What follows belongs to an exercise in optimizing a design on an open flow for small area, a short achievable clock period and few clock cycles; a production flow would make more cautious choices. Where RTL was checked, it was by simulation tests only, not by an equivalence proof against the original. Function not checked in run 1: the RTL went through the layout flow alone. Power is estimated from default activity; no workload was simulated.

$ cat flow/design.v
package stt_pkg;
    localparam logic [5:0] K_STRING  = 6'd31;
    localparam logic [5:0] K_NUMBER  = 6'd32;
    localparam logic [5:0] K_CPP     = 6'd47;
    localparam logic [5:0] K_ERROR   = 6'd62;
    localparam logic [5:0] K_END     = 6'd63;
    localparam int TOK_W = 6 + 20 + 20 + 16 + 16 + 1;
    localparam logic [3:0] M_IDLE    = 4'd0;   
    localparam logic [3:0] M_HELD    = 4'd1;   
    localparam logic [3:0] M_PEND    = 4'd2;   
    localparam logic [3:0] M_ENDT    = 4'd3;   
    localparam logic [3:0] M_COMMENT = 4'd4;
    localparam logic [3:0] M_STRING  = 4'd5;
    localparam logic [3:0] M_WORD    = 4'd6;
    localparam logic [3:0] M_NUMBER  = 4'd7;
    localparam logic [3:0] M_CPP     = 4'd8;
    localparam int TRIE_W = 7;
    localparam logic [TRIE_W-1:0] TRIE_CPP = 7'd111;
    function automatic logic [TRIE_W-1:0] trie_first(input logic [7:0] c);
        logic [TRIE_W-1:0] t;
        case (c)
            8'h66: t = 7'd1;   
            8'h63: t = 7'd2;   
            8'h62: t = 7'd9;   
            8'h6c: t = 7'd13;   
            8'h74: t = 7'd15;   
            8'h69: t = 7'd21;   
            8'h65: t = 7'd22;   
            8'h72: t = 7'd25;   
            8'h73: t = 7'd31;   
            8'h6e: t = 7'd35;   
            8'h75: t = 7'd46;   
            8'h76: t = 7'd56;   
            default: t = '0;
        endcase
        trie_first = t;
    endfunction
    function automatic logic [TRIE_W-1:0] trie_step(input logic [TRIE_W-1:0] s, input logic [7:0] c);
        logic [TRIE_W-1:0] t;
        t = '0;
        case (s)
            7'd1: begin if (c == 8'h6e) t = 7'd98; if (c == 8'h61) t = 7'd18; if (c == 8'h6f) t = 7'd30; if (c == 8'h33) t = 7'd50; if (c == 8'h36) t = 7'd51; end   
            7'd2: begin if (c == 8'h6f) t = 7'd3; if (c == 8'h70) t = 7'd42; if (c == 8'h68) t = 7'd52; end   
            7'd3: begin if (c == 8'h6e) t = 7'd4; end   
            7'd4: begin if (c == 8'h74) t = 7'd5; end   
            7'd5: begin if (c == 8'h69) t = 7'd6; end   
            7'd6: begin if (c == 8'h6e) t = 7'd7; end   
            7'd7: begin if (c == 8'h75) t = 7'd8; end   
            7'd8: begin if (c == 8'h65) t = 7'd99; end   
            7'd9: begin if (c == 8'h72) t = 7'd10; if (c == 8'h6f) t = 7'd54; end   
            7'd10: begin if (c == 8'h65) t = 7'd11; end   
            7'd11: begin if (c == 8'h61) t = 7'd12; end   
            7'd12: begin if (c == 8'h6b) t = 7'd100; end   
            7'd13: begin if (c == 8'h65) t = 7'd14; end   
            7'd14: begin if (c == 8'h74) t = 7'd101; end   
            7'd15: begin if (c == 8'h72) t = 7'd16; end   
            7'd16: begin if (c == 8'h75) t = 7'd17; end   
            7'd17: begin if (c == 8'h65) t = 7'd102; end   
            7'd18: begin if (c == 8'h6c) t = 7'd19; end   
            7'd19: begin if (c == 8'h73) t = 7'd20; end   
            7'd20: begin if (c == 8'h65) t = 7'd103; end   
            7'd21: begin if (c == 8'h66) t = 7'd104; if (c == 8'h38) t = 7'd112; if (c == 8'h31) t = 7'd43; if (c == 8'h33) t = 7'd44; if (c == 8'h36) t = 7'd45; end   
            7'd22: begin if (c == 8'h6c) t = 7'd23; if (c == 8'h78) t = 7'd38; end   
            7'd23: begin if (c == 8'h73) t = 7'd24; end   
            7'd24: begin if (c == 8'h65) t = 7'd105; end   
            7'd25: begin if (c == 8'h65) t = 7'd26; end   
            7'd26: begin if (c == 8'h74) t = 7'd27; end   
            7'd27: begin if (c == 8'h75) t = 7'd28; end   
            7'd28: begin if (c == 8'h72) t = 7'd29; end   
            7'd29: begin if (c == 8'h6e) t = 7'd106; end   
            7'd30: begin if (c == 8'h72) t = 7'd107; end   
            7'd31: begin if (c == 8'h74) t = 7'd32; end   
            7'd32: begin if (c == 8'h72) t = 7'd124; end   
            7'd124: begin if (c == 8'h75) t = 7'd33; end   
            7'd33: begin if (c == 8'h63) t = 7'd34; end   
            7'd34: begin if (c == 8'h74) t = 7'd108; end   
            7'd35: begin if (c == 8'h75) t = 7'd36; end   
            7'd36: begin if (c == 8'h6c) t = 7'd37; end   
            7'd37: begin if (c == 8'h6c) t = 7'd109; end   
            7'd38: begin if (c == 8'h74) t = 7'd39; end   
            7'd39: begin if (c == 8'h65) t = 7'd40; end   
            7'd40: begin if (c == 8'h72) t = 7'd41; end   
            7'd41: begin if (c == 8'h6e) t = 7'd110; end   
            7'd42: begin if (c == 8'h70) t = 7'd111; end   
            7'd43: begin if (c == 8'h36) t = 7'd113; end   
            7'd44: begin if (c == 8'h32) t = 7'd114; end   
            7'd45: begin if (c == 8'h34) t = 7'd115; end   
            7'd46: begin if (c == 8'h38) t = 7'd116; if (c == 8'h31) t = 7'd47; if (c == 8'h33) t = 7'd48; if (c == 8'h36) t = 7'd49; end   
            7'd47: begin if (c == 8'h36) t = 7'd117; end   
            7'd48: begin if (c == 8'h32) t = 7'd118; end   
            7'd49: begin if (c == 8'h34) t = 7'd119; end   
            7'd50: begin if (c == 8'h32) t = 7'd120; end   
            7'd51: begin if (c == 8'h34) t = 7'd121; end   
            7'd52: begin if (c == 8'h61) t = 7'd53; end   
            7'd53: begin if (c == 8'h72) t = 7'd122; end   
            7'd54: begin if (c == 8'h6f) t = 7'd55; end   
            7'd55: begin if (c == 8'h6c) t = 7'd123; end   
            7'd56: begin if (c == 8'h6f) t = 7'd57; end   
            7'd57: begin if (c == 8'h69) t = 7'd58; end   
            7'd58: begin if (c == 8'h64) t = 7'd125; end   
            default: t = '0;
        endcase
        trie_step = t;
    endfunction
    function automatic logic [5:0] trie_kind(input logic [TRIE_W-1:0] s);
        trie_kind = s[6] ? s[5:0] : 6'd33;
    endfunction
    function automatic logic is_alpha(input logic [7:0] c);
        is_alpha = (c >= 8'h61 && c <= 8'h7A) || (c >= 8'h41 && c <= 8'h5A);
    endfunction
    function automatic logic is_digit(input logic [7:0] c);
        is_digit = c >= 8'h30 && c <= 8'h39;
    endfunction
    function automatic logic is_space(input logic [7:0] c);
        is_space = c == 8'h20 || (c >= 8'h09 && c <= 8'h0D);
    endfunction
    function automatic logic is_num_byte(input logic [7:0] c);
        is_num_byte = is_digit(c) || (c >= 8'h61 && c <= 8'h66) || (c >= 8'h41 && c <= 8'h46) ||
               c == 8'h5F || c == 8'h2E || c == 8'h78 || c == 8'h58 ||
               c == 8'h6F || c == 8'h4F;
    endfunction
    function automatic logic [5:0] single_kind(input logic [7:0] c);
        logic [5:0] k;
        case (c)
            8'h2B:   k = 6'd0;
            8'h2D:   k = 6'd1;
            8'h2A:   k = 6'd2;
            8'h25:   k = 6'd4;
            8'h5C:   k = 6'd6;
            8'h2F:   k = 6'd7;
            8'h28:   k = 6'd9;
            8'h29:   k = 6'd10;
            8'h3D:   k = 6'd11;
            8'h21:   k = 6'd13;
            8'h3E:   k = 6'd15;
            8'h3C:   k = 6'd17;
            8'h26:   k = 6'd20;
            8'h7C:   k = 6'd22;
            8'h7E:   k = 6'd23;
            8'h5E:   k = 6'd24;
            8'h2C:   k = 6'd25;
            8'h2E:   k = 6'd26;
            8'h3B:   k = 6'd27;
            8'h3A:   k = 6'd28;
            8'h7B:   k = 6'd29;
            8'h7D:   k = 6'd30;
            default: k = K_ERROR;
        endcase
        single_kind = k;
    endfunction
    function automatic logic pairable(input logic [7:0] c);
        pairable = c == 8'h2A || c == 8'h25 || c == 8'h2F || c == 8'h3D || c == 8'h21 ||
               c == 8'h3E || c == 8'h3C || c == 8'h26 || c == 8'h7C;
    endfunction
    function automatic logic [5:0] pair_kind(input logic [5:0] h, input logic [7:0] n);
        logic [5:0] k;
        k = K_ERROR;
        case (h)
            6'd2:  if (n == 8'h2A) k = 6'd2; else if (n == 8'h3D) k = 6'd3;
            6'd4:  if (n == 8'h3D) k = 6'd5;
            6'd7:  if (n == 8'h2F) k = K_END; else if (n == 8'h3D) k = 6'd8;
            6'd11: if (n == 8'h3D) k = 6'd12;
            6'd13: if (n == 8'h3D) k = 6'd14;
            6'd15: if (n == 8'h3D) k = 6'd16;
            6'd17: if (n == 8'h3D) k = 6'd18;
            6'd20: if (n == 8'h26) k = 6'd19;
            6'd22: if (n == 8'h7C) k = 6'd21;
            default: ;
        endcase
        pair_kind = k;
    endfunction
    localparam int F_LF = 0, F_QUOTE = 1, F_ALNUM = 2, F_NUMB = 3, F_DOT = 4, F_RBRACE = 5, F_SLASH = 6, F_SPACE = 7;
    localparam int F_W = 8;
    function automatic logic [F_W-1:0] byte_flags(input logic [7:0] c);
        logic [F_W-1:0] f;
        f[F_LF]     = c == 8'h0A;
        f[F_QUOTE]  = c == 8'h22;
        f[F_ALNUM]  = is_alpha(c) || is_digit(c);
        f[F_NUMB]   = is_num_byte(c);
        f[F_DOT]    = c == 8'h2E;
        f[F_RBRACE] = c == 8'h7D;
        f[F_SLASH]  = c == 8'h2F;
        f[F_SPACE]  = is_space(c);
        byte_flags = f;
    endfunction
endpackage
module stt_queue #(
    parameter int N = 1
) (
    input  logic        clk,
    input  logic        rst_n,
    input  logic        push,
    input  logic [stt_pkg::TOK_W-1:0] wr_data,
    input  logic        out_stall,
    output logic        out_valid,
    output logic [stt_pkg::TOK_W-1:0] head,
    output logic        full
);
    localparam int CW = $clog2(N + 1);
    logic [stt_pkg::TOK_W-1:0] mem_reg [0:N-1];
    logic [CW-1:0] count_reg, count_next;
    logic          pop;
    assign out_valid = count_reg != '0;
    assign head      = mem_reg[0];
    assign full      = count_reg == CW'(N) && !pop;
    assign pop       = out_valid && !out_stall;
    assign count_next = count_reg + CW'(push) - CW'(pop);
    always_ff @(posedge clk or negedge rst_n)
    begin
        if (!rst_n) count_reg <= '0;
        else        count_reg <= count_next;
    end
    for (genvar i = 0; i < N; i++)
    begin : g_ent
        logic [stt_pkg::TOK_W-1:0] held, shifted;
        assign held = (push && count_reg == CW'(i)) ? wr_data : mem_reg[i];
        if (i < N - 1)
        begin : g_sh
            assign shifted = (push && count_reg == CW'(i + 1)) ? wr_data : mem_reg[i + 1];
        end
        else
        begin : g_last
            assign shifted = wr_data;
        end
        always_ff @(posedge clk)
            mem_reg[i] <= pop ? shifted : held;
    end
endmodule
module stt_front (
    input  logic        clk,
    input  logic        rst_n,
    input  logic        ib_v,
    input  logic [7:0]  c,
    input  logic        eot,
    input  logic [stt_pkg::F_W-1:0] f,
    input  logic        full,
    output logic        consume,
    output logic        push,
    output logic [stt_pkg::TOK_W-1:0] tok
);
    logic [3:0]  mode_r, mode_n;
    logic        fl_r, fl_n;
    logic [5:0]  hk_r, hk_n;
    logic [stt_pkg::TRIE_W-1:0] trie_r, trie_n;
    logic        pts_r, pts_n;
    logic [7:0]  depth_r, depth_n;
    logic        dlow_r;
    logic [15:0] span_r, span_n, span_inc;
    logic [19:0] off_r, off_n, off_inc;
    logic [19:0] line_r, line_n, line_inc;
    logic [15:0] col_r, col_n, col_inc;
    logic [19:0] ooff_r, ooff_n;
    logic [19:0] oline_r, oline_n;
    logic [15:0] ocol_r, ocol_n;
    logic        idle_emit, step;
    logic        emit, relex, endpos, last, lf, prev;
    logic [5:0]  kind, pk;
    logic [15:0] len;
    assign idle_emit = mode_r == stt_pkg::M_PEND || mode_r == stt_pkg::M_ENDT;
    assign step      = (fl_r || ib_v || idle_emit) && !(emit && full);
    assign consume   = step && !fl_r && ib_v;
    assign span_inc = (span_r == 16'hFFFF) ? span_r : span_r + 16'd1;
    assign off_inc  = (off_r == 20'hFFFFF) ? off_r : off_r + 20'd1;
    assign line_inc = (line_r == 20'hFFFFF) ? line_r : line_r + 20'd1;
    assign col_inc  = (col_r == 16'hFFFF) ? col_r : col_r + 16'd1;
    assign lf       = f[stt_pkg::F_LF];
    always_comb
    begin
        mode_n  = mode_r;
        fl_n    = 1'b0;
        hk_n    = hk_r;
        trie_n  = trie_r;
        pts_n   = pts_r;
        depth_n = depth_r;
        span_n  = span_r;
        ooff_n  = ooff_r;
        oline_n = oline_r;
        ocol_n  = ocol_r;
        off_n   = off_r;
        line_n  = line_r;
        col_n   = col_r;
        emit    = 1'b0;
        relex   = 1'b0;
        endpos  = 1'b0;
        kind    = hk_r;
        len     = '0;
        last    = 1'b1;
        pk      = stt_pkg::pair_kind(hk_r, c);
        prev    = 1'b0;
        if (fl_r)
        begin
            emit = mode_r != stt_pkg::M_IDLE && mode_r != stt_pkg::M_COMMENT;
            last = 1'b0;
            case (mode_r)
                stt_pkg::M_STRING: begin kind = stt_pkg::K_STRING; len = span_r; end
                stt_pkg::M_WORD:   begin kind = stt_pkg::trie_kind(trie_r);
                                         len = (trie_r == stt_pkg::TRIE_CPP) ? 16'd0 : span_r; end
                stt_pkg::M_NUMBER: begin kind = stt_pkg::K_NUMBER; len = span_r; end
                stt_pkg::M_CPP:    begin kind = stt_pkg::K_CPP; len = span_r; end
                default:           kind = hk_r;
            endcase
            mode_n = stt_pkg::M_ENDT;
            ooff_n = off_r;
            off_n  = '0;
            line_n = 20'd1;
            col_n  = '0;
        end
        else if (!ib_v)
        begin
            emit   = idle_emit;
            endpos = (mode_r == stt_pkg::M_ENDT);
            kind   = endpos ? stt_pkg::K_END : hk_r;
            mode_n = stt_pkg::M_IDLE;
        end
        else
        begin
            off_n  = off_inc;
            col_n  = col_inc;
            if (lf)
            begin
                line_n = line_inc;
                col_n  = '0;
            end
            case (mode_r)
                stt_pkg::M_ENDT:
                begin
                    emit   = 1'b1;
                    endpos = 1'b1;
                    kind   = stt_pkg::K_END;
                    relex  = 1'b1;
                    prev   = 1'b1;
                end
                stt_pkg::M_PEND:
                begin
                    emit  = 1'b1;
                    relex = 1'b1;
                    prev  = 1'b1;
                end
                stt_pkg::M_HELD:
                begin
                    mode_n = stt_pkg::M_IDLE;
                    if (hk_r == 6'd7 && f[stt_pkg::F_SLASH])
                        mode_n = stt_pkg::M_COMMENT;
                    else if (pk != stt_pkg::K_ERROR)
                    begin
                        emit = 1'b1;
                        kind = pk;
                    end
                    else
                    begin
                        emit  = 1'b1;
                        relex = 1'b1;
                    end
                end
                stt_pkg::M_COMMENT:
                begin
                    if (lf) mode_n = stt_pkg::M_IDLE;
                end
                stt_pkg::M_STRING:
                begin
                    if (f[stt_pkg::F_QUOTE] || lf)
                    begin
                        emit   = 1'b1;
                        kind   = stt_pkg::K_STRING;
                        len    = span_r;
                        mode_n = stt_pkg::M_IDLE;
                    end
                    else
                        span_n = span_inc;
                end
                stt_pkg::M_WORD:
                begin
                    if (f[stt_pkg::F_ALNUM])
                    begin
                        trie_n = stt_pkg::trie_step(trie_r, c);
                        span_n = span_inc;
                    end
                    else if (trie_r == stt_pkg::TRIE_CPP)
                    begin
                        mode_n  = stt_pkg::M_CPP;
                        depth_n = 8'd1;
                        span_n  = '0;
                    end
                    else
                    begin
                        emit  = 1'b1;
                        kind  = stt_pkg::trie_kind(trie_r);
                        len   = span_r;
                        relex = 1'b1;
                    end
                end
                stt_pkg::M_NUMBER:
                begin
                    if (f[stt_pkg::F_NUMB])
                    begin
                        span_n = span_inc;
                        if (f[stt_pkg::F_DOT])
                        begin
                            pts_n = 1'b1;
                            if (pts_r)
                            begin
                                emit   = 1'b1;
                                kind   = stt_pkg::K_NUMBER;
                                len    = span_inc;
                                mode_n = stt_pkg::M_IDLE;
                            end
                        end
                    end
                    else
                    begin
                        emit  = 1'b1;
                        kind  = stt_pkg::K_NUMBER;
                        len   = span_r;
                        relex = 1'b1;
                    end
                end
                stt_pkg::M_CPP:
                begin
                    span_n = span_inc;
                    if (c == 8'h7B)
                    begin
                        if (depth_r != 8'd255) depth_n = depth_r + 8'd1;
                    end
                    else if (f[stt_pkg::F_RBRACE])
                        depth_n = depth_r - 8'd1;
                    if (f[stt_pkg::F_RBRACE] && dlow_r)
                    begin
                        emit   = 1'b1;
                        kind   = stt_pkg::K_CPP;
                        len    = span_inc;
                        mode_n = stt_pkg::M_IDLE;
                    end
                end
                default:
                    relex = 1'b1;
            endcase
            if (relex)
            begin
                mode_n  = stt_pkg::M_IDLE;
                ooff_n  = off_r;
                oline_n = line_r;
                ocol_n  = col_r;
                if (f[stt_pkg::F_SPACE])
                begin
                end
                else if (stt_pkg::pairable(c))
                begin
                    hk_n   = stt_pkg::single_kind(c);
                    mode_n = stt_pkg::M_HELD;
                end
                else if (c == 8'h22)
                begin
                    span_n = '0;
                    mode_n = stt_pkg::M_STRING;
                end
                else if (stt_pkg::is_alpha(c))
                begin
                    trie_n = stt_pkg::trie_first(c);
                    span_n = 16'd1;
                    mode_n = stt_pkg::M_WORD;
                end
                else if (stt_pkg::is_digit(c))
                begin
                    span_n = 16'd1;
                    pts_n  = 1'b0;
                    mode_n = stt_pkg::M_NUMBER;
                end
                else
                begin
                    hk_n   = stt_pkg::single_kind(c);
                    mode_n = stt_pkg::M_PEND;
                    last   = prev;
                end
            end
            if (eot)
            begin
                last = prev;
                fl_n = 1'b1;
            end
        end
    end
    assign push    = step && emit;
    assign tok = {kind, ooff_r, endpos ? 20'd0 : oline_r, endpos ? 16'd0 : ocol_r, len, last};
    always_ff @(posedge clk or negedge rst_n)
    begin
        if (!rst_n)
        begin
            mode_r <= stt_pkg::M_IDLE;
            fl_r   <= 1'b0;
            off_r  <= '0;
            line_r <= 20'd1;
            col_r  <= '0;
        end
        else if (step)
        begin
            mode_r <= mode_n;
            fl_r   <= fl_n;
            off_r  <= off_n;
            line_r <= line_n;
            col_r  <= col_n;
        end
    end
    always_ff @(posedge clk)
    begin
        if (step)
        begin
            hk_r    <= hk_n;
            trie_r  <= trie_n;
            pts_r   <= pts_n;
            depth_r <= depth_n;
            dlow_r  <= depth_n <= 8'd2;
            span_r  <= span_n;
            ooff_r  <= ooff_n;
            oline_r <= oline_n;
            ocol_r  <= ocol_n;
        end
    end
endmodule
module stt_back (
    input  logic       clk,
    input  logic       rst_n,
    input  logic       in_valid,
    input  logic [7:0] ch,
    input  logic       end_of_text,
    input  logic       consume,
    output logic       in_stall,
    output logic       ib_v,
    output logic [7:0] ib_ch,
    output logic       ib_eot,
    output logic [stt_pkg::F_W-1:0] ib_f
);
    logic       accept;
    logic [7:0] s_ch;
    logic       s_eot;
    assign accept = in_valid && !in_stall;
    always_ff @(posedge clk or negedge rst_n)
    begin
        if (!rst_n)
        begin
            ib_v     <= 1'b0;
            in_stall <= 1'b0;
        end
        else
        begin
            ib_v     <= accept || in_stall || (ib_v && !consume);
            in_stall <= (in_stall || (accept && ib_v)) && !consume;
        end
    end
    always_ff @(posedge clk)
    begin
        if (!ib_v || consume)
        begin
            ib_ch  <= in_stall ? s_ch : ch;
            ib_f   <= stt_pkg::byte_flags(in_stall ? s_ch : ch);
            ib_eot <= in_stall ? s_eot : end_of_text;
        end
        if (accept)
        begin
            s_ch  <= ch;
            s_eot <= end_of_text;
        end
    end
endmodule
module source_text_tokenizer (
    input  logic        clk,
    input  logic        rst_n,
    input  logic        in_valid,
    output logic        in_stall,
    input  logic [7:0]  ch,
    input  logic        end_of_text,
    output logic        out_valid,
    input  logic        out_stall,
    output logic [5:0]  token_kind,
    output logic [19:0] start_offset,
    output logic [19:0] start_line,
    output logic [15:0] start_column,
    output logic [15:0] span_length,
    output logic        last_of_run
);
    logic        ib_v, ib_eot, consume, push, full;
    logic [7:0]  ib_ch;
    logic [stt_pkg::F_W-1:0] ib_f;
    logic [stt_pkg::TOK_W-1:0] tok, head;
    stt_back u_in (
        .clk         (clk),
        .rst_n       (rst_n),
        .in_valid    (in_valid),
        .ch          (ch),
        .end_of_text (end_of_text),
        .consume     (consume),
        .in_stall    (in_stall),
        .ib_v        (ib_v),
        .ib_ch       (ib_ch),
        .ib_eot      (ib_eot),
        .ib_f        (ib_f)
    );
    stt_front u_front (
        .clk     (clk),
        .rst_n   (rst_n),
        .ib_v    (ib_v),
        .c       (ib_ch),
        .eot     (ib_eot),
        .f       (ib_f),
        .full    (full),
        .consume (consume),
        .push    (push),
        .tok     (tok)
    );
    stt_queue u_queue (
        .clk       (clk),
        .rst_n     (rst_n),
        .push      (push),
        .wr_data   (tok),
        .out_stall (out_stall),
        .out_valid (out_valid),
        .head      (head),
        .full      (full)
    );
    assign {token_kind, start_offset, start_line, start_column, span_length, last_of_run} = head;
endmodule
$ cat flow/flow/run.sh
#!/bin/bash
# Standard layout; ports are buffered with the smallest buffer instead of the default choice
bash standard.sh "BUFFER_PORTS_ARGS=-buffer_cell sky130_fd_sc_hd__buf_1" finish > standard.log 2>&1
$ cat flow/standard.sh
#!/bin/bash
# synth_recipe.tcl (not shown) runs the flow's synth.tcl, then flattens the netlist and writes it again
# the make line also repeats each setting of config.mk as NAME=value (left out here)
make -C /OpenROAD-flow-scripts/flow DESIGN_CONFIG=/design/flow/config.mk WORK_HOME=/design/flow/orfs CLKGATE_MAP_FILE= SYNTH_SCRIPT=/design/flow/synth_recipe.tcl "${@:-finish}"
$ cat flow/config.mk
export PLATFORM = sky130hd
export DESIGN_NAME = source_text_tokenizer
export DESIGN_NICKNAME = source_text_tokenizer
export VERILOG_FILES = /design/flow/design.v
export SDC_FILE = /design/flow/constraint.sdc
export NUM_CORES = 4
export LEC_CHECK = 0
export CAP_MARGIN = 20
export CORE_MARGIN = 2
export CORE_UTILIZATION = 65
export CTS_BUF_LIST = sky130_fd_sc_hd__clkbuf_8
export SETUP_SLACK_MARGIN = 5
export SLEW_MARGIN = 20
$ cat flow/constraint.sdc
create_clock -name core_clock -period 10.0 [get_ports {clk}]
set_input_delay 2.0000 -clock core_clock [delete_from_list [all_inputs] [get_ports {clk}]]
set_output_delay 2.0000 -clock core_clock [all_outputs]
set_load 0.01 [all_outputs]
==> summary.txt, run 1 <==
Status
  • Status: timing/DRC/antenna clean

Floorplanning
  • Ports: 94
  • Rows: 56
  • DIE HEIGHT: approximately 160 um
  • DIE WIDTH: about 160 um
  • Core Footprint: 23500 um2
  • Starting density of the core: 0.663
  • Die Footprint: 25200 um2

Timing
  • Setup tns final: 0 ns
  • Max Clk Rate: between 200 and 250 MHz
  • Unrepaired setup endpoints after global routing: false
  • Min Tclk post-route: approximately 4.3 ns
  • Final setup violation count: 0
  • Hold_ws: 0.411 ns
  • Fin. max-slew vios: 0
  • Skew final: roughly 0.042 ns
  • Slew Limit Headroom: 0.232
  • Period utilisation layout: 0.432
  • Least-Margin Pin Slew: around 1.2 ns
  • Final Hold Vio Count: 0

Routing
  • Max Used Layer: met4
  • Met2 wire len: about 21000 um
  • Post-Route WL: between 40000 and 50000 um
  • Post-route ant nets: 0
  • Via-to-Cell Ratio: slightly above 7
  • Met1 WL: 17800 um
  • Routed len/inst: 22.6 um
  • DRC Markers: 0
  • DR vias: roughly 14000
  • Met3 wire length: 5340 um
  • First drt pass iteration count: 6
  • Drt initial violations: ~2200

Final layout
  • Final nets: between 1500 and 2000
  • Filler cell count: around 1700
  • Max FFs per register: 79
  • Share of layout cells above drive strength 1: 0.0711
  • Fin cells: 2049
  • Ant diodes: 0
  • Synth-to-Final Area Change: 9.62%

Worst setup path
  • Crit path arrival time: ~4.6 ns
  • Crit Path Max Fanout: 22
  • Worst reg2reg setup slack: between 5 and 6 ns
  • Setup Crit Path Kind: reg2reg
  • Required time worst endpoint: 10.25 ns
  • Critical path launch point type: flip-flop
  • Register-to-Register Path Depth: 7
  • Crit. End Element: flip-flop

CTS
  • Clk root buf: clkbuf_8
  • Htree depth: 2
  • Worst-Skew Late Latency: between 0.5 and 0.6 ns
  • Post-CTS Hold Buffers: 0
  • CTS Buf Count: 42
  • CTS max path bufs: 3
  • Post-cts sizing count: 0
  • Clock Sinks: roughly 260
  • Setup bufs post-CTS: 0
  • CTS tree: done
  • Worst-path clk slew: roughly 0.06 ns

Place
  • Count of buffers from port buffering: 93
  • Post-DP HPWL: 30800 um
  • RePlAce Congestion: 0.980
  • Placed insts: between 1500 and 2000

Yosys
  • Area leader, netlist: edfxtp_1
  • Post-synthesis sequential area ratio: 0.489
  • Top post-synthesis cells by count: 200 x edfxtp_1, 158 x nand2_1, 136 x nor2_1
  • Synthesized area: 15600 um2
  • Post-synth top area share: 0.386
  • Ys async rst share: 0.242
  • Post-synth EDFFs: 200
  • Synth Instances: about 1600
  • Dominant synthesized flop cell: edfxtp_1
  • Count of different cell masters after synthesis: ~90
  • Post-synthesis register bit count: 264
  • Synth Warn #: 4
  • Cells taking the most area after synthesis: edfxtp_1 39%, dfrtp_1 10%, o21ai_0 4.0%
  • Avg Cell Area, Syn: between 9 and 10 um2
  • Synth Net Count: 1660
  • Most frequent cell after synthesis: edfxtp_1

GRT
  • Global-route wire length before repair: about 73000 um
  • Initial antenna violation count: 0
  • Gr usage total: 0.355
  • Pin count of the biggest net entering global routing: 80
  • Total grt overflow: 0
  • Vias in the first global route: between 10000 and 15000

Pwr
  • Int Power: slightly above 0.003 W
  • Clock share of power: 0.171
  • Maximum vdd drop: roughly 0.3 mV
  • Switching part of the total power: 0.446
  • PwrDens: 325 nW/um2
  • Leak: 6.07 nW
  • Psw: approximately 0.0025 W
  • Reg power frac: 0.405
  • Combinational share of power: 0.424

Min path
  • Class of the worst hold path: reg2reg
  • Hold depth: 0

Flow run
  • MaxCap Viol Count: 0
==> metal layers <==
metal	GRT usage	up-vias
li1	-	6410
met1	0.494	6778
met2	0.565	1105
met3	0.0656	180
met4	0.124	0
met5	0	-
==> cell usage in the layout, fill, tap and decap left out, types with 16 or more instances in the layout <==
master,n
nand4_1,28
buf_4,28
nor3_1,53
nor2_1,134
a211oi_1,19
and3_1,20
edfxtp_1,200
buf_1,92
o31ai_1,25
nor2b_1,57
o21ai_0,124
a21oi_1,118
inv_1,44
o22ai_1,16
clkbuf_8,49
a31oi_1,24
or3_1,26
dfrtp_1,63
nand2_1,158
nand3_1,63
nor4_1,29
nand2b_1,22
==> stage by stage <==
stage	area [um2]	power (W)	util	setup slack, ns
after floorplan	15600	0.00372	-	5.05
after global placement	16100	0.00438	0.688	5.24
after detailed placement	16100	0.00447	0.688	5.07
after CTS	17000	0.00543	0.725	5.67
after global routing	17100	0.00583	0.727	5.61
final	17100	0.00554	0.727	5.68
==> power by group through the flow <==
stage               Combinational (W)  Clock, W  Sequential (W)
global route                  0.00252   0.00100         0.00230
finish                        0.00235  0.000948         0.00224
floorplan                     0.00157         0         0.00215
detailed placement            0.00223         0         0.00224
CTS                           0.00225  0.000951         0.00223
global placement              0.00217         0         0.00221
==> logic make-up after synthesis <==
logic type | Yosys count | share of synthesized area
simple gates | 705 | 0.243
compound gates | 480 | 0.201
flops | 264 | 0.489
buf+inv | 144 | 0.0364
xor+xnor | 23 | 0.0129
mux | 19 | 0.0125
fa+ha+maj | 6 | 0.00483
==> path summary, 6_finish.rpt <==
path / endpoint / startpoint
max: u_front.span_r[0] / u_front.mode_r[0]
min: u_queue.mem_reg[0][57] / u_front.ooff_r[4]
max reg2reg: u_front.span_r[0] / u_front.mode_r[0]
min reg2reg: u_queue.mem_reg[0][57] / u_front.ooff_r[4]
max in group asynchronous: u_front.off_r[1] / rst_n
min in group asynchronous: u_front.col_r[8] / rst_n
==> worst max-delay path, cell delays in order (launching register included) <==
cell	delay (ns)
dfrtp_1	0.64
or3b_2	0.61
a21oi_1	0.63
o221ai_1	0.58
nor2_1	0.61
o21ai_0	0.27
a21oi_1	0.44
a22oi_1	0.21
==> layout make-up <==
cell class              instances  area [um2]  share of cell area
clock buffers                  49         674              0.0395
clock inverters                29         198              0.0116
repair buffers                122         588              0.0345
well taps                     319         399              0.0234
inverters                      33         124             0.00726
multi-input cells            1233        7460               0.438
flip-flops and latches        264        7610               0.446
==> run 2, diff against run 1 <==
--- a/flow/design.v
+++ b/flow/design.v
@@ -14,6 +14,7 @@
     localparam logic [3:0] M_WORD    = 4'd6;
     localparam logic [3:0] M_NUMBER  = 4'd7;
     localparam logic [3:0] M_CPP     = 4'd8;
+    localparam logic [3:0] M_RESET   = 4'd9;   
     localparam int TRIE_W = 7;
     localparam logic [TRIE_W-1:0] TRIE_CPP = 7'd111;
     function automatic logic [TRIE_W-1:0] trie_first(input logic [7:0] c);
@@ -289,7 +290,7 @@
         prev    = 1'b0;
         if (fl_r)
         begin
-            emit = mode_r != stt_pkg::M_IDLE && mode_r != stt_pkg::M_COMMENT;
+            emit = mode_r != stt_pkg::M_IDLE && mode_r != stt_pkg::M_COMMENT && mode_r != stt_pkg::M_RESET;
             last = 1'b0;
             case (mode_r)
                 stt_pkg::M_STRING: begin kind = stt_pkg::K_STRING; len = span_r; end
@@ -299,8 +300,10 @@
                 stt_pkg::M_CPP:    begin kind = stt_pkg::K_CPP; len = span_r; end
                 default:           kind = hk_r;
             endcase
-            mode_n = stt_pkg::M_ENDT;
-            ooff_n = off_r;
+            mode_n = (mode_r == stt_pkg::M_RESET) ? stt_pkg::M_IDLE : stt_pkg::M_ENDT;
+            ooff_n  = off_r;
+            oline_n = '0;
+            ocol_n  = '0;
             off_n  = '0;
             line_n = 20'd1;
             col_n  = '0;
@@ -314,6 +317,11 @@
         end
         else
         begin
+            hk_n    = stt_pkg::single_kind(c);
+            trie_n  = stt_pkg::trie_step(trie_r, c);
+            pts_n   = pts_r | f[stt_pkg::F_DOT];
+            span_n  = span_inc;
+            depth_n = 8'd1;
             off_n  = off_inc;
             col_n  = col_inc;
             if (lf)
@@ -372,13 +380,10 @@
                 begin
                     if (f[stt_pkg::F_ALNUM])
                     begin
-                        trie_n = stt_pkg::trie_step(trie_r, c);
-                        span_n = span_inc;
                     end
                     else if (trie_r == stt_pkg::TRIE_CPP)
                     begin
                         mode_n  = stt_pkg::M_CPP;
-                        depth_n = 8'd1;
                         span_n  = '0;
                     end
                     else
@@ -416,7 +421,7 @@
                 end
                 stt_pkg::M_CPP:
                 begin
-                    span_n = span_inc;
+                    depth_n = depth_r;
                     if (c == 8'h7B)
                     begin
                         if (depth_r != 8'd255) depth_n = depth_r + 8'd1;
@@ -480,30 +485,27 @@
         end
     end
     assign push    = step && emit;
-    assign tok = {kind, ooff_r, endpos ? 20'd0 : oline_r, endpos ? 16'd0 : ocol_r, len, last};
+    assign tok = {kind, ooff_r, oline_r, ocol_r, len, last};
     always_ff @(posedge clk or negedge rst_n)
     begin
         if (!rst_n)
         begin
-            mode_r <= stt_pkg::M_IDLE;
-            fl_r   <= 1'b0;
-            off_r  <= '0;
-            line_r <= 20'd1;
-            col_r  <= '0;
+            mode_r <= stt_pkg::M_RESET;
+            fl_r   <= 1'b1;
         end
         else if (step)
         begin
             mode_r <= mode_n;
             fl_r   <= fl_n;
-            off_r  <= off_n;
-            line_r <= line_n;
-            col_r  <= col_n;
         end
     end
     always_ff @(posedge clk)
     begin
         if (step)
         begin
+            off_r   <= off_n;
+            line_r  <= line_n;
+            col_r   <= col_n;
             hk_r    <= hk_n;
             trie_r  <= trie_n;
             pts_r   <= pts_n;
==> run 2 against run 1 <==
  * Global-route usage down 3.7 points
  * Critical path depth grew 1
  * Register-to-register slack got worse by 0.04 ns
  * Sequential power is 19% higher
  * Clock-buffer cell count is 7 lower
  * First-iteration DRC count is 35% lower
  * Critical path type unchanged
  * Largest cell class unchanged
==> summary.txt, run 2 <==
Yosys
  • Ys async rst share: 0.0303 (was 0.242)
  • Post-synthesis sequential area ratio: 0.524 (was 0.489)
  • Post-synthesis register bit count: 264 (unchanged)
  • Top post-synthesis cells by count: 256 x edfxtp_1, 145 x nor2_1, 129 x nand2_1 (was 200 x edfxtp_1, 158 x nand2_1, 136 x nor2_1)
  • Post-synth EDFFs: 256 (was 200)
  • Dominant synthesized flop cell: edfxtp_1 (unchanged)
  • Synth Net Count: 1503 (was 1660)
  • Post-synth top area share: 0.510 (was 0.386)
  • Synthesized area: 15100 um2 (was 15600 um2)
  • Area leader, netlist: edfxtp_1 (unchanged)
  • Synth Warn #: 4 (unchanged)
  • Cells taking the most area after synthesis: edfxtp_1 51%, nor2_1 3.6%, nand2_1 3.2% (was edfxtp_1 39%, dfrtp_1 10%, o21ai_0 4.0%)
  • Synth Instances: 1484 (was 1641)
  • Avg Cell Area, Syn: 10.1 um2 (was 9.48 um2)
  • Count of different cell masters after synthesis: 83 (was 91)
  • Most frequent cell after synthesis: edfxtp_1 (unchanged)

Worst setup path
  • Crit path max-delay cell type: edfxtp_1 (was dfrtp_1)
  • Crit Path Max Fanout: 34 (was 22)
  • Crit-path cells: nor2b_1 -> a311o_1 -> a31oi_1 -> a2bb2oi_1 -> o21ai_1 -> or2_2 -> a31oi_4 -> buf_4 (was or3b_2 -> a21oi_1 -> o221ai_1 -> nor2_1 -> o21ai_0 -> a21oi_1 -> a22oi_1)
  • Crit path arrival time: 4.55 ns (was 4.57 ns)
  • Register-to-Register Path Depth: 8 (was 7)
  • Critical R2R Capture: u_front.oline_r[19] (was u_front.span_r[0])
  • Critical Path Max Stage Delay: 0.96 ns (was 0.64 ns)
  • RR Startpoint: u_in.ib_ch[2] (was u_front.mode_r[0])
  • Worst reg2reg setup slack: 5.64 ns (was 5.68 ns)
  • Setup Crit Path Kind: reg2reg (unchanged)
  • Critical path launch point type: flip-flop (unchanged)
  • Crit. End Element: flip-flop (unchanged)
  • Required time worst endpoint: 10.19 ns (was 10.25 ns)

Final layout
  • Share of layout cells above drive strength 1: 0.0757 (was 0.0711)
  • Sequential cell area: 7890 um2 (was 7610 um2)
  • Most frequent cells in the layout: 256 x edfxtp_1, 144 x nor2_1, 129 x nand2_1 (was 200 x edfxtp_1, 158 x nand2_1, 134 x nor2_1)
  • Area of the multi-input gates: 6720 um2 (was 7460 um2)
  • Filler cell count: 1625 (was 1662)
  • Final nets: 1563 (was 1715)
  • Core Util, Final: 0.719 (was 0.727)
  • Synth-to-Final Area Change: 8.43% (was 9.62%)
  • Max FFs per register: 79 (unchanged)
  • Ant diodes: 0 (unchanged)
  • Most common cell after layout, fill and taps aside: edfxtp_1 (unchanged)
  • Design Area, Final: 16300 um2 (was 17100 um2)

GRT
  • Initial antenna violation count: 0 (unchanged)
  • Gr usage total: 0.318 (was 0.355)
  • Vias in the first global route: 11900 (was 13200)
  • Pin count of the biggest net entering global routing: 92 (was 80)
  • Global-route wire length before repair: 62000 um (was 72500 um)
  • Total grt overflow: 0 (unchanged)

Pwr
  • Reg power frac: 0.485 (was 0.405)
  • Psw: 0.00231 W (was 0.00247 W)
  • Leak: 5.55 nW (was 6.07 nW)
  • Switching part of the total power: 0.420 (was 0.446)
  • Int Power: 0.00318 W (was 0.00307 W)
  • Combinational share of power: 0.365 (was 0.424)
  • Maximum vdd drop: 0.305 mV (was 0.299 mV)
  • Clock share of power: 0.150 (was 0.171)
  • PwrDens: 336 nW/um2 (was 325 nW/um2)
  • Total Power: 0.00548 W (was 0.00554 W)

Status
  • Status: timing/DRC/antenna clean (unchanged)

Place
  • Count of buffers from port buffering: 93 (unchanged)
  • Dpl cell area: 15600 um2 (was 16100 um2)
  • RePlAce Congestion: 1.05 (was 0.980)
  • Post-DP HPWL: 27000 um (was 30800 um)

Timing
  • Final setup violation count: 0 (unchanged)
  • Min Tclk post-route: 4.36 ns (was 4.32 ns)
  • Period utilisation layout: 0.436 (was 0.432)
  • Slew Limit Headroom: 0.218 (was 0.232)
  • Fin. max-slew vios: 0 (unchanged)
  • Unrepaired setup endpoints after global routing: false (unchanged)
  • Max Clk Rate: 229 MHz (was 232 MHz)
  • Final Hold Vio Count: 0 (unchanged)
  • Skew final: 0.0400 ns (was 0.0422 ns)
  • Least-Margin Pin Slew: 1.16 ns (was 1.15 ns)
  • Setup tns final: 0 ns (unchanged)

CTS
  • CTS tree: done (unchanged)
  • CTS max path bufs: 3 (unchanged)
  • Post-cts sizing count: 0 (unchanged)
  • Worst-path clk slew: 0.06 ns (about the same)
  • CTS Buf Count: 41 (was 42)
  • Worst-Skew Late Latency: 0.57 ns (about the same)
  • Htree depth: 2 (unchanged)
  • Clk root buf: clkbuf_8 (unchanged)
  • Setup bufs post-CTS: 0 (unchanged)
  • Post-CTS Hold Buffers: 0 (unchanged)
  • Clock Sinks: 264 (unchanged)

Routing
  • Post-Route WL: 39200 um (was 46300 um)
  • DR vias: 12700 (was 14500)
  • Post-route ant nets: 0 (unchanged)
  • Routed len/inst: 21.1 um (was 22.6 um)
  • DRC Markers: 0 (unchanged)
  • Drt initial violations: 1432 (was 2218)
  • Via-to-Cell Ratio: 6.86 (was 7.06)
  • First drt pass iteration count: 7 (was 6)

Floorplanning
  • Starting density of the core: 0.663 (about the same)
  • DIE WIDTH: 156 um (was 159 um)
  • Ports: 94 (unchanged)
  • Core Footprint: 22700 um2 (was 23500 um2)
  • Rows: 55 (was 56)
  • DIE HEIGHT: 156 um (was 159 um)
  • Die Footprint: 24400 um2 (was 25200 um2)

Min path
  • Class of the worst hold path: reg2reg (unchanged)
  • WHS Endpoint: u_queue.mem_reg[0][19] (was u_queue.mem_reg[0][57])
  • Hold_sp: u_front.ocol_r[2] (was u_front.ooff_r[4])
  • Hold depth: 0 (unchanged)

Flow run
  • MaxCap Viol Count: 0 (unchanged)
run 2: cell types whose count changed after synthesis, moves of 20 or more:
cell      previous run  this run
xor2_1              10        37
nand2_1            158       129
clkbuf_1            88        68
a21oi_1            118        77
dfrtp_1             63         5
edfxtp_1           200       256
o21ai_0            125        76
run 2: cell families (layout without fill, tap and decap cells):
kind of cell | Yosys count | after routing | share of synthesized area
AND/OR/NAND/NOR | 661 | 661 | 0.235
AO/OA/AOI/OAI | 353 | 353 | 0.158
flip-flops | 264 | 264 | 0.524
buffers and inverters | 126 | 213 | 0.0332
XOR/XNOR | 59 | 59 | 0.0343
multiplexers | 15 | 15 | 0.0106
adder cells (fa/ha/maj) | 6 | 6 | 0.00498
run 2: worst max path at each step:
stage          cells past startpoint     startpoint                  end
2_1_floorplan                      5      out_stall    u_front.ocol_r[0]
3_3_place_gp                       7      out_stall   u_front.oline_r[3]
3_5_place_dp                       7      out_stall   u_front.oline_r[5]
4_1_cts                            8  u_in.ib_ch[2]  u_front.oline_r[18]
5_1_grt                            8  u_in.ib_ch[2]  u_front.oline_r[19]
6_report                           8  u_in.ib_ch[2]  u_front.oline_r[19]
run 2: through the flow:
step,setup slack [ns],std cells,hold slack (ns)
6_report,5.64,1856,0.416
3_5_place_dp,5.44,1785,0.405
3_3_place_gp,5.53,1785,0.401
2_1_floorplan,5.22,1484,0.400
5_1_grt,5.32,1856,0.421
4_1_cts,5.68,1855,0.415
run 2: metal layers:
layer / up-vias / track usage / wire length [um] / share of wire
li1: 5789 / - / - / -
met1: 5953 / 0.433 / 15600 / 0.40
met2: 793 / 0.499 / 18000 / 0.46
met3: 190 / 0.0656 / 3720 / 0.095
met4: 0 / 0.141 / 1860 / 0.048
met5: - / 0 / 0 / 0
run 2: critical path: cells and delay by family, from the launching register on:
family	cells	cell delay, ns
AOI/OAI and AO/OA	5	1.79
and+or+nand+nor	2	0.74
buffers and inverters	1	0.48
DFF	1	0.96
run 2: cell type report:
cell class,instances,area share
inverter,30,0.00689
timing repair buffer,113,0.0318
clock buffer,42,0.0354
sequential,264,0.483
tap,285,0.0218
clock inverter,28,0.00950
multi-input combinational,1094,0.411
run 2: power by group through the flow:
stage               registers, W  logic (W)  clock network [W]
finish                   0.00266    0.00200           0.000824
global route             0.00273    0.00219           0.000882
CTS                      0.00264    0.00196           0.000838
detailed placement       0.00266    0.00195                  0
global placement         0.00262    0.00190                  0
floorplan                0.00244    0.00149                  0
Testbench counts of run 2, summed over its fixed seeds: cycles 18,569.
==> run 3, diff against run 2 <==
==> flow/flow/run.sh (replaced) <==
#!/bin/bash
# Standard layout; ports are buffered with the smallest buffer, and timing
# repair aims 6 ns below the clock period (the SDC is unchanged)
bash standard.sh "BUFFER_PORTS_ARGS=-buffer_cell sky130_fd_sc_hd__buf_1" SETUP_SLACK_MARGIN=6 finish > standard.log 2>&1
--- a/flow/config.mk
+++ b/flow/config.mk
@@ -7,7 +7,7 @@
 export LEC_CHECK = 0
 export CAP_MARGIN = 20
 export CORE_MARGIN = 2
-export CORE_UTILIZATION = 65
+export CORE_UTILIZATION = 60
 export CTS_BUF_LIST = sky130_fd_sc_hd__clkbuf_8
 export SETUP_SLACK_MARGIN = 5
 export SLEW_MARGIN = 20
==> run 3 against run 2 <==
  * Hold slack got worse by 0.0081 ns
  * Synthesized cell count is the same
  * Synthesized area stayed put
  * Clock power up 11%
==> summary.txt, run 3 <==
Worst setup path
  • Crit Path Max Fanout: 60 (was 34)
  • Crit path arrival time: 4.04 ns (was 4.55 ns)
  • Required time worst endpoint: 10.19 ns (about the same)
  • Critical path launch point type: flip-flop (unchanged)
  • Setup Crit Path Kind: reg2reg (unchanged)
  • Crit. End Element: flip-flop (unchanged)

Routing
  • Routed len/inst: 21.3 um (was 21.1 um)
  • First drt pass iteration count: 8 (was 7)
  • DR vias: 12800 (was 12700)
  • Post-Route WL: 40700 um (was 39200 um)
  • Post-route ant nets: 0 (unchanged)
  • Drt initial violations: 1769 (was 1432)
  • DRC Markers: 0 (unchanged)
  • Via-to-Cell Ratio: 6.73 (was 6.86)

Pwr
  • Total Power: 0.00562 W (was 0.00548 W)
  • Maximum vdd drop: 0.207 mV (was 0.305 mV)
  • Reg power frac: 0.465 (was 0.485)
  • Combinational share of power: 0.373 (was 0.365)
  • Clock share of power: 0.162 (was 0.150)
  • Int Power: 0.00325 W (was 0.00318 W)
  • Psw: 0.00237 W (was 0.00231 W)
  • Switching part of the total power: 0.422 (was 0.420)
  • Leak: 5.64 nW (was 5.55 nW)
  • PwrDens: 340 nW/um2 (was 336 nW/um2)

Floorplanning
  • DIE WIDTH: 162 um (was 156 um)
  • Starting density of the core: 0.616 (was 0.663)
  • DIE HEIGHT: 162 um (was 156 um)
  • Ports: 94 (unchanged)
  • Core Footprint: 24500 um2 (was 22700 um2)
  • Rows: 57 (was 55)
  • Die Footprint: 26400 um2 (was 24400 um2)

Timing
  • Least-Margin Pin Slew: 1.03 ns (was 1.16 ns)
  • Period utilisation layout: 0.385 (was 0.436)
  • Setup tns final: 0 ns (unchanged)
  • Unrepaired setup endpoints after global routing: false (unchanged)
  • Fin. max-slew vios: 0 (unchanged)
  • Setup ws final: 6.15 ns (was 5.64 ns)
  • Final Hold Vio Count: 0 (unchanged)
  • Skew final: 0.0324 ns (was 0.0400 ns)
  • Final setup violation count: 0 (unchanged)
  • Slew Limit Headroom: 0.303 (was 0.218)
  • Min Tclk post-route: 3.85 ns (was 4.36 ns)
  • Max Clk Rate: 259 MHz (was 229 MHz)

Final layout
  • Final nets: 1575 (was 1563)
  • Synth-to-Final Area Change: 9.86% (was 8.43%)
  • Max FFs per register: 79 (unchanged)
  • Most frequent cells in the layout: 256 x edfxtp_1, 144 x nor2_1, 128 x nand2_1 (was 256 x edfxtp_1, 144 x nor2_1, 129 x nand2_1)
  • Most common cell after layout, fill and taps aside: edfxtp_1 (unchanged)
  • Fin cells: 1909 (was 1856)
  • Share of layout cells above drive strength 1: 0.0877 (was 0.0757)
  • Ant diodes: 0 (unchanged)
  • Filler cell count: 1840 (was 1625)
  • Design Area, Final: 16500 um2 (was 16300 um2)

CTS
  • Post-CTS Hold Buffers: 0 (unchanged)
  • Worst-path clk slew: 0.07 ns (was 0.06 ns)
  • Htree depth: 2 (unchanged)
  • CTS tree: done (unchanged)
  • Clk root buf: clkbuf_8 (unchanged)
  • Worst-Skew Late Latency: 0.58 ns (was 0.57 ns)
  • CTS Buf Count: 43 (was 41)
  • Clock Sinks: 264 (unchanged)
  • CTS max path bufs: 3 (unchanged)

GRT
  • Gr usage total: 0.304 (was 0.318)
  • Total grt overflow: 0 (unchanged)
  • Initial antenna violation count: 0 (unchanged)
  • Pin count of the biggest net entering global routing: 78 (was 92)
  • Global-route wire length before repair: 63900 um (was 62000 um)
  • Vias in the first global route: 11800 (was 11900)

Flow run
  • MaxCap Viol Count: 0 (unchanged)

Place
  • RePlAce Congestion: 1.00 (was 1.05)
  • Placed insts: 1832 (was 1785)
  • Place WS: 6.07 ns (was 5.44 ns)
  • Count of buffers from port buffering: 93 (unchanged)
  • Dpl cell area: 15700 um2 (was 15600 um2)
  • Post-DP HPWL: 28100 um (was 27000 um)

Yosys
  • Avg Cell Area, Syn: 10.1 um2 (unchanged)
  • Top post-synthesis cells by count: 256 x edfxtp_1, 145 x nor2_1, 129 x nand2_1 (unchanged)
  • Post-synthesis sequential area ratio: 0.524 (unchanged)
  • Synth Instances: 1484 (unchanged)
  • Post-synth EDFFs: 256 (unchanged)
  • Cells taking the most area after synthesis: edfxtp_1 51%, nor2_1 3.6%, nand2_1 3.2% (unchanged)
  • Post-synth top area share: 0.510 (unchanged)
  • Synth Warn #: 4 (unchanged)
  • Dominant synthesized flop cell: edfxtp_1 (unchanged)
  • Synth Net Count: 1503 (unchanged)
  • Post-synthesis register bit count: 264 (unchanged)
  • Count of different cell masters after synthesis: 83 (unchanged)
  • Area leader, netlist: edfxtp_1 (unchanged)
  • Most frequent cell after synthesis: edfxtp_1 (unchanged)
  • Synthesized area: 15100 um2 (unchanged)
  • Ys async rst share: 0.0303 (unchanged)

Min path
  • Class of the worst hold path: reg2reg (unchanged)

Status
  • Status: timing/DRC/antenna clean (unchanged)
[run 3: cell type report]
class                   instances  area [um2]  share of cell area
clock buffers                  44         606              0.0366
inverters                      30         113             0.00681
well taps                     324         405              0.0245
flip-flops and latches        264        7890               0.477
repair buffers                123         588              0.0355
clock inverters                30         210              0.0127
multi-input cells            1094        6730               0.407
[run 3: cell families (layout without fill, tap and decap cells)]
| kind of cell | count (synthesis) | after routing | synth area share |
|---|---|---|---|
| xor+xnor | 59 | 59 | 0.0343 |
| buf+inv | 126 | 227 | 0.0332 |
| mux | 15 | 15 | 0.0106 |
| compound gates | 353 | 353 | 0.158 |
| simple gates | 661 | 661 | 0.235 |
| flops | 264 | 264 | 0.524 |
| fa+ha+maj | 6 | 6 | 0.00498 |
[run 3: worst max-delay path, stage by stage (launching register included)]
cell and delay, ns:
dfrtp_1 0.62, or4b_1 0.83, o22ai_1 0.51, a2111oi_4 0.12, o32ai_1 0.44, o21a_4 0.37
buf_6 0.49
[run 3: stage by stage]
step           hold slack [ns]   util
2_1_floorplan            0.400      -
3_3_place_gp             0.401  0.642
3_5_place_dp             0.405  0.642
4_1_cts                  0.411  0.675
5_1_grt                  0.424  0.676
6_report                 0.408  0.676
[run 3: path summary, 6_finish.rpt]
path	from	end	slack [ns]	cells after the start
min	u_front.ocol_r[6]	u_queue.mem_reg[0][23]	0.41	0
min in group asynchronous	rst_n	u_front.mode_r[2]	1.39	1
min reg2reg	u_front.ocol_r[6]	u_queue.mem_reg[0][23]	0.41	0
max reg2reg	u_front.mode_r[1]	u_queue.mem_reg[0][50]	6.15	6
max	u_front.mode_r[1]	u_queue.mem_reg[0][50]	6.15	6
max in group asynchronous	rst_n	u_in.in_stall	8.22	1
[run 3: what timing repair did]
item | in CTS | in global routing
setup endpoints to repair | 0 | 117
setup buffers | 0 | 3
gates resized for setup | 0 | 1
endpoints found under the hold margin | 0 | 0
[run 3: metal layers]
layer / track usage / wire length, um
met2: 0.472 / 18700
met3: 0.0476 / 3790
met5: 0 / 0
met1: 0.427 / 16500
met4: 0.134 / 1810
[run 3: power by group through the flow]
stage	Combinational [W]	Sequential, W	Clock, W
2_1_floorplan	0.00150	0.00243	0
3_3_place_gp	0.00197	0.00260	0
3_5_place_dp	0.00202	0.00263	0
4_1_cts	0.00203	0.00262	0.000923
5_1_grt	0.00228	0.00269	0.000965
6_report	0.00210	0.00262	0.000911
==> run 4, diff against run 3 <==
==> flow/flow/run.sh (replaced) <==
#!/bin/bash
# Standard layout; ports are buffered with the smallest buffer, and timing
# repair aims 8 ns below the clock period (the SDC is unchanged)
bash standard.sh "BUFFER_PORTS_ARGS=-buffer_cell sky130_fd_sc_hd__buf_1" SETUP_SLACK_MARGIN=8 finish > standard.log 2>&1
==> run 4 against run 3 <==
  * Synthesized area is the same
  * Synthesized cell count unchanged
  * The flow now stops in global routing
==> summary.txt, run 4 <==
Floorplanning
  • Ports: 94 (unchanged)
  • DIE HEIGHT: 162 um (unchanged)
  • DIE WIDTH: 162 um (unchanged)
  • Rows: 57 (unchanged)
  • Starting density of the core: 0.616 (unchanged)

Timing
  • GR repair worst EP: in_stall
  • Worst ep type: primary output

CTS
  • Htree depth: 2 (unchanged)
  • CTS max path bufs: 3 (unchanged)
  • CTS Buf Count: 43 (unchanged)
  • Post-CTS Hold Buffers: 0 (unchanged)
  • Clk root buf: clkbuf_8 (unchanged)
  • Clock Sinks: 264 (unchanged)

GRT
  • Pin count of the biggest net entering global routing: 46
  • Total grt overflow: approximately 170
  • Gr usage total: 0.725

Place
  • Post-DP HPWL: 28200 um (was 28100 um)
  • RePlAce Congestion: 0.994 (was 1.00)
  • Place WS: 6.00 ns (was 6.07 ns)
  • Placed insts: 1824 (was 1832)
  • Dpl cell area: 16000 um2 (was 15700 um2)
  • Count of buffers from port buffering: 93 (unchanged)

Yosys
  • Synth Instances: 1484 (unchanged)
  • Dominant synthesized flop cell: edfxtp_1 (unchanged)
  • Post-synth EDFFs: 256 (unchanged)
  • Most frequent cell after synthesis: edfxtp_1 (unchanged)
  • Post-synthesis register bit count: 264 (unchanged)
  • Top post-synthesis cells by count: 256 x edfxtp_1, 145 x nor2_1, 129 x nand2_1 (unchanged)
  • Ys async rst share: 0.0303 (unchanged)
  • Avg Cell Area, Syn: 10.1 um2 (unchanged)
  • Area leader, netlist: edfxtp_1 (unchanged)
  • Synth Net Count: 1503 (unchanged)
  • Synth Warn #: 4 (unchanged)
  • Cells taking the most area after synthesis: edfxtp_1 51%, nor2_1 3.6%, nand2_1 3.2% (unchanged)
  • Post-synthesis sequential area ratio: 0.524 (unchanged)
  • Post-synth top area share: 0.510 (unchanged)
  • Synthesized area: 15100 um2 (unchanged)
  • Count of different cell masters after synthesis: 83 (unchanged)

Status
  • Status: stopped before the end (was timing/DRC/antenna clean)
  • Error Message: [ERROR GRT-0232] Routing congestion too high. Check the congestion heatmap in the GUI.
  • Failed at: global routing
==> run 4: cell counts after synthesis <==
No cell type changed its count.
==> run 4: cells by family after synthesis <==
family	Yosys count	share of synthesized area
compound gates	353	0.158
xor+xnor	59	0.0343
fa+ha+maj	6	0.00498
buf+inv	126	0.0332
flops	264	0.524
mux	15	0.0106
simple gates	661	0.235
==> run 4: worst max-delay path by stage <==
stage	startpoint	endpoint	slack (ns)	cells after the start
CTS	u_queue.mem_reg[0][75]	token_kind[2]	6.78	1
detailed placement	out_stall	u_front.hk_r[3]	6.00	6
global placement	out_stall	u_front.hk_r[3]	6.07	6
floorplan	out_stall	u_front.ocol_r[0]	6.10	5
==> run 4: power by group through the flow <==
stage / clock network, W / registers (W) / logic (W)
CTS: 0.000880 / 0.00248 / 0.00347
detailed placement: 0 / 0.00266 / 0.00207
global placement: 0 / 0.00262 / 0.00202
floorplan: 0 / 0.00244 / 0.00163
==> run 4: timing repair <==
| item | 4_1_cts |
|---|---|
| pin swaps | 82 |
| resized for setup | 291 |
| endpoints found under the setup margin | 451 |
| buffers inserted | 190 |
| gates cloned | 33 |
==> run 4: per-layer routing <==
metal,track usage,overflow
met4,0.732,80
met2,0.908,91
met1,0.715,0
met5,0.254,0
met3,0.557,2
==> run 4: stage by stage <==
stage	total power (W)	util
global placement	0.00464	0.656
floorplan	0.00407	-
CTS	0.00683	0.821
detailed placement	0.00473	0.656
==> run 5, diff against run 4 <==
==> flow/flow/run.sh (replaced) <==
#!/bin/bash
# Standard layout; ports are buffered with the smallest buffer, and timing
# repair aims 7 ns below the clock period (the SDC is unchanged)
bash standard.sh "BUFFER_PORTS_ARGS=-buffer_cell sky130_fd_sc_hd__buf_1" SETUP_SLACK_MARGIN=7 finish > standard.log 2>&1
==> run 5 against run 4 <==
  * Now clean on timing, DRC and antenna
  * Synthesized area unchanged
  * Synthesized cell count is the same
==> summary.txt, run 5 <==
Status
  • Status: timing/DRC/antenna clean (was stopped before the end)

Timing
  • Slew Limit Headroom: 0.358
  • Setup tns final: 0 ns
  • Skew final: roughly 0.040 ns
  • Least-Margin Pin Slew: 0.961 ns
  • Unrepaired setup endpoints after global routing: true
  • Fin. max-slew vios: 0
  • Period utilisation layout: 0.315
  • Hold_ws: 0.408 ns
  • Final Hold Vio Count: 0
  • Max Clk Rate: between 300 and 400 MHz
  • Min Tclk post-route: between 3 and 4 ns
  • Final setup violation count: 0

Min path
  • Hold depth: 0
  • WHS Endpoint: u_queue.mem_reg[0][47]
  • Class of the worst hold path: reg2reg
  • Hold_sp: u_front.oline_r[14]

Worst setup path
  • RR Startpoint: u_front.mode_r[2]
  • Worst reg2reg setup slack: 6.99 ns
  • Critical path launch point type: flip-flop
  • Critical Path Max Stage Delay: 0.48 ns
  • Crit path arrival time: roughly 1.2 ns
  • Register-to-Register Path Depth: 7
  • CP bufs+invs: 1
  • Required time worst endpoint: ~8.0 ns
  • Crit path max-delay family: flip-flops
  • Crit Path Max Fanout: 2
  • Crit path max-delay cell type: dfrtp_4
  • Crit. End Element: primary output
  • Critical R2R Capture: u_front.oline_r[13]
  • Crit-path cells: buf_6
  • Setup Crit Path Kind: reg2out

Final layout
  • Area of the multi-input gates: between 7000 and 8000 um2
  • Sequential cell area: approximately 7900 um2
  • Most frequent cells in the layout: 256 x edfxtp_1, 138 x nor2_1, 125 x nand2_1
  • Max FFs per register: 79
  • Synth-to-Final Area Change: 19.4%
  • Ant diodes: 0
  • Share of layout cells above drive strength 1: 0.224
  • Filler cell count: around 1600
  • Core Util, Final: 0.735
  • Fin cells: between 2000 and 2500
  • Final nets: ~1700
  • Most common cell after layout, fill and taps aside: edfxtp_1

Yosys
  • Synth Instances: 1484 (unchanged)
  • Dominant synthesized flop cell: edfxtp_1 (unchanged)
  • Synthesized area: 15100 um2 (unchanged)
  • Ys async rst share: 0.0303 (unchanged)
  • Avg Cell Area, Syn: 10.1 um2 (unchanged)
  • Post-synthesis register bit count: 264 (unchanged)
  • Most frequent cell after synthesis: edfxtp_1 (unchanged)
  • Area leader, netlist: edfxtp_1 (unchanged)
  • Synth Net Count: 1503 (unchanged)
  • Cells taking the most area after synthesis: edfxtp_1 51%, nor2_1 3.6%, nand2_1 3.2% (unchanged)
  • Synth Warn #: 4 (unchanged)
  • Post-synth top area share: 0.510 (unchanged)
  • Post-synthesis sequential area ratio: 0.524 (unchanged)
  • Count of different cell masters after synthesis: 83 (unchanged)
  • Post-synth EDFFs: 256 (unchanged)
  • Top post-synthesis cells by count: 256 x edfxtp_1, 145 x nor2_1, 129 x nand2_1 (unchanged)

CTS
  • CTS Buf Count: 42 (was 43)
  • Htree depth: 2 (unchanged)
  • Clk root buf: clkbuf_8 (unchanged)
  • CTS tree: done
  • Worst-Skew Late Latency: between 0.5 and 0.6 ns
  • Clock Sinks: 264 (unchanged)
  • Post-CTS Hold Buffers: 0 (unchanged)
  • Worst-path clk slew: around 0.060 ns
  • CTS max path bufs: 3 (unchanged)

Routing
  • DR vias: between 10000 and 15000
  • Drt initial violations: around 2500
  • Post-route ant nets: 0
  • First drt pass iteration count: 7
  • Via-to-Cell Ratio: 6.91
  • Routed len/inst: 22.9 um
  • DRC Markers: 0
  • Post-Route WL: about 46000 um

Place
  • RePlAce Congestion: 1.00 (was 0.994)
  • Count of buffers from port buffering: 93 (unchanged)
  • Placed insts: 1825 (was 1824)
  • Post-DP HPWL: 27900 um (was 28200 um)

GRT
  • Total grt overflow: 0
  • Initial antenna violation count: 0
  • Pin count of the biggest net entering global routing: between 70 and 80
  • Vias in the first global route: about 13000
  • Global-route wire length before repair: about 70000 um
  • Gr usage total: 0.332

Floorplanning
  • DIE WIDTH: 162 um (unchanged)
  • Die Footprint: between 20000 and 30000 um2
  • Core Footprint: around 24000 um2
  • Starting density of the core: 0.616 (unchanged)
  • DIE HEIGHT: 162 um (unchanged)
  • Ports: 94 (unchanged)
  • Rows: 57 (unchanged)

Pwr
  • Maximum vdd drop: about 0.21 mV
  • PwrDens: 347 nW/um2
  • Leak: 6.47 nW
  • Total Power: 0.00624 W

Flow run
  • MaxCap Viol Count: 0
## run 5: worst max path at each step
stage	startpoint	end	slack [ns]	cells after the start
detailed placement	out_stall	u_front.span_r[11]	5.99	6
CTS	u_in.in_stall	in_stall	6.84	1
finish	u_in.in_stall	in_stall	6.85	1
global route	u_in.in_stall	in_stall	6.83	1
floorplan	out_stall	u_front.ocol_r[0]	6.09	5
global placement	out_stall	u_front.span_r[11]	6.05	6
## run 5: routing by layer
metal,up-vias,part of all wire,global-route usage
li1,6024,-,-
met1,6473,0.38,0.447
met2,1108,0.46,0.523
met3,250,0.11,0.0609
met4,0,0.053,0.158
met5,-,0,0
## run 5: layout make-up
type / instances / share of cell area
multi-input cells: 1098 / 0.404
flip-flops and latches: 264 / 0.440
clock buffers: 43 / 0.0329
clock inverters: 27 / 0.00786
well taps: 324 / 0.0225
repair buffers: 220 / 0.0866
inverters: 30 / 0.00661
## run 5: stage by stage
| stage | cell area (um2) | setup slack, ns |
|---|---|---|
| floorplan | 15200 | 6.09 |
| global placement | 15700 | 6.05 |
| detailed placement | 15700 | 5.99 |
| CTS | 17300 | 6.84 |
| global route | 18000 | 6.83 |
| finish | 18000 | 6.85 |
## run 5: what timing repair did
| action | in CTS | in global routing |
|---|---|---|
| setup buffers | 55 | 47 |
| cloned | 7 | 2 |
| setup endpoints to repair | 384 | 275 |
| gates resized for setup | 63 | 113 |
| pin swaps | 11 | 13 |
## run 5: logic make-up (layout without fill, tap and decap cells)
| logic type | after synthesis | after routing | share of synthesized area |
|---|---|---|---|
| AOI/OAI and AO/OA | 353 | 357 | 0.158 |
| xor gates and xnor gates | 59 | 59 | 0.0343 |
| adders and majority gates | 6 | 6 | 0.00498 |
| buffers and inverters | 126 | 320 | 0.0332 |
| DFF | 264 | 264 | 0.524 |
| muxes | 15 | 15 | 0.0106 |
| and+or+nand+nor | 661 | 661 | 0.235 |
## run 5: where the power goes
group	switching [W]	total [W]	internal, W
sequential	0.000454	0.00253	0.00208
combinational	0.00176	0.00287	0.00111
clock	0.000433	0.000837	0.000405
total	0.00265	0.00624	0.00359

## port drivers added, routing unchanged
The results above use ideal ports. As a check the final layouts listed here were re-extracted and re-timed, cells and wires unchanged.
Step 1: set_driving_cell puts a clkbuf_16 on clk and a buf_2 on each other input, an assumption about the parent block.
Step 2 adds t to the input delays and takes it off the output delays; t is the mean of the earliest and latest rising clock arrival at the registers after step 1. Input paths then give back, and output paths get back, about the clock's delay inside the block.
Three values: ideal ports, drivers, drivers and shift; two values: the first two.
run	t (ns)	slack for setup (ns)	slew at the worst register clock pin (ns)
run 1	0.597	5.680 / 5.680 / 5.327	0.07 / 0.07
run 2	0.590	5.640 / 5.640 / 5.487	0.07 / 0.07
run 3	0.609	6.145 / 6.145 / 6.029	0.07 / 0.07
run 5	0.598	6.847 / 6.804 / 6.367	0.07 / 0.07
After both steps setup and hold are still met in every run listed. The setup slack of run 5, which loses most, moves by -0.043 ns with the drivers and by -0.480 ns with both steps.
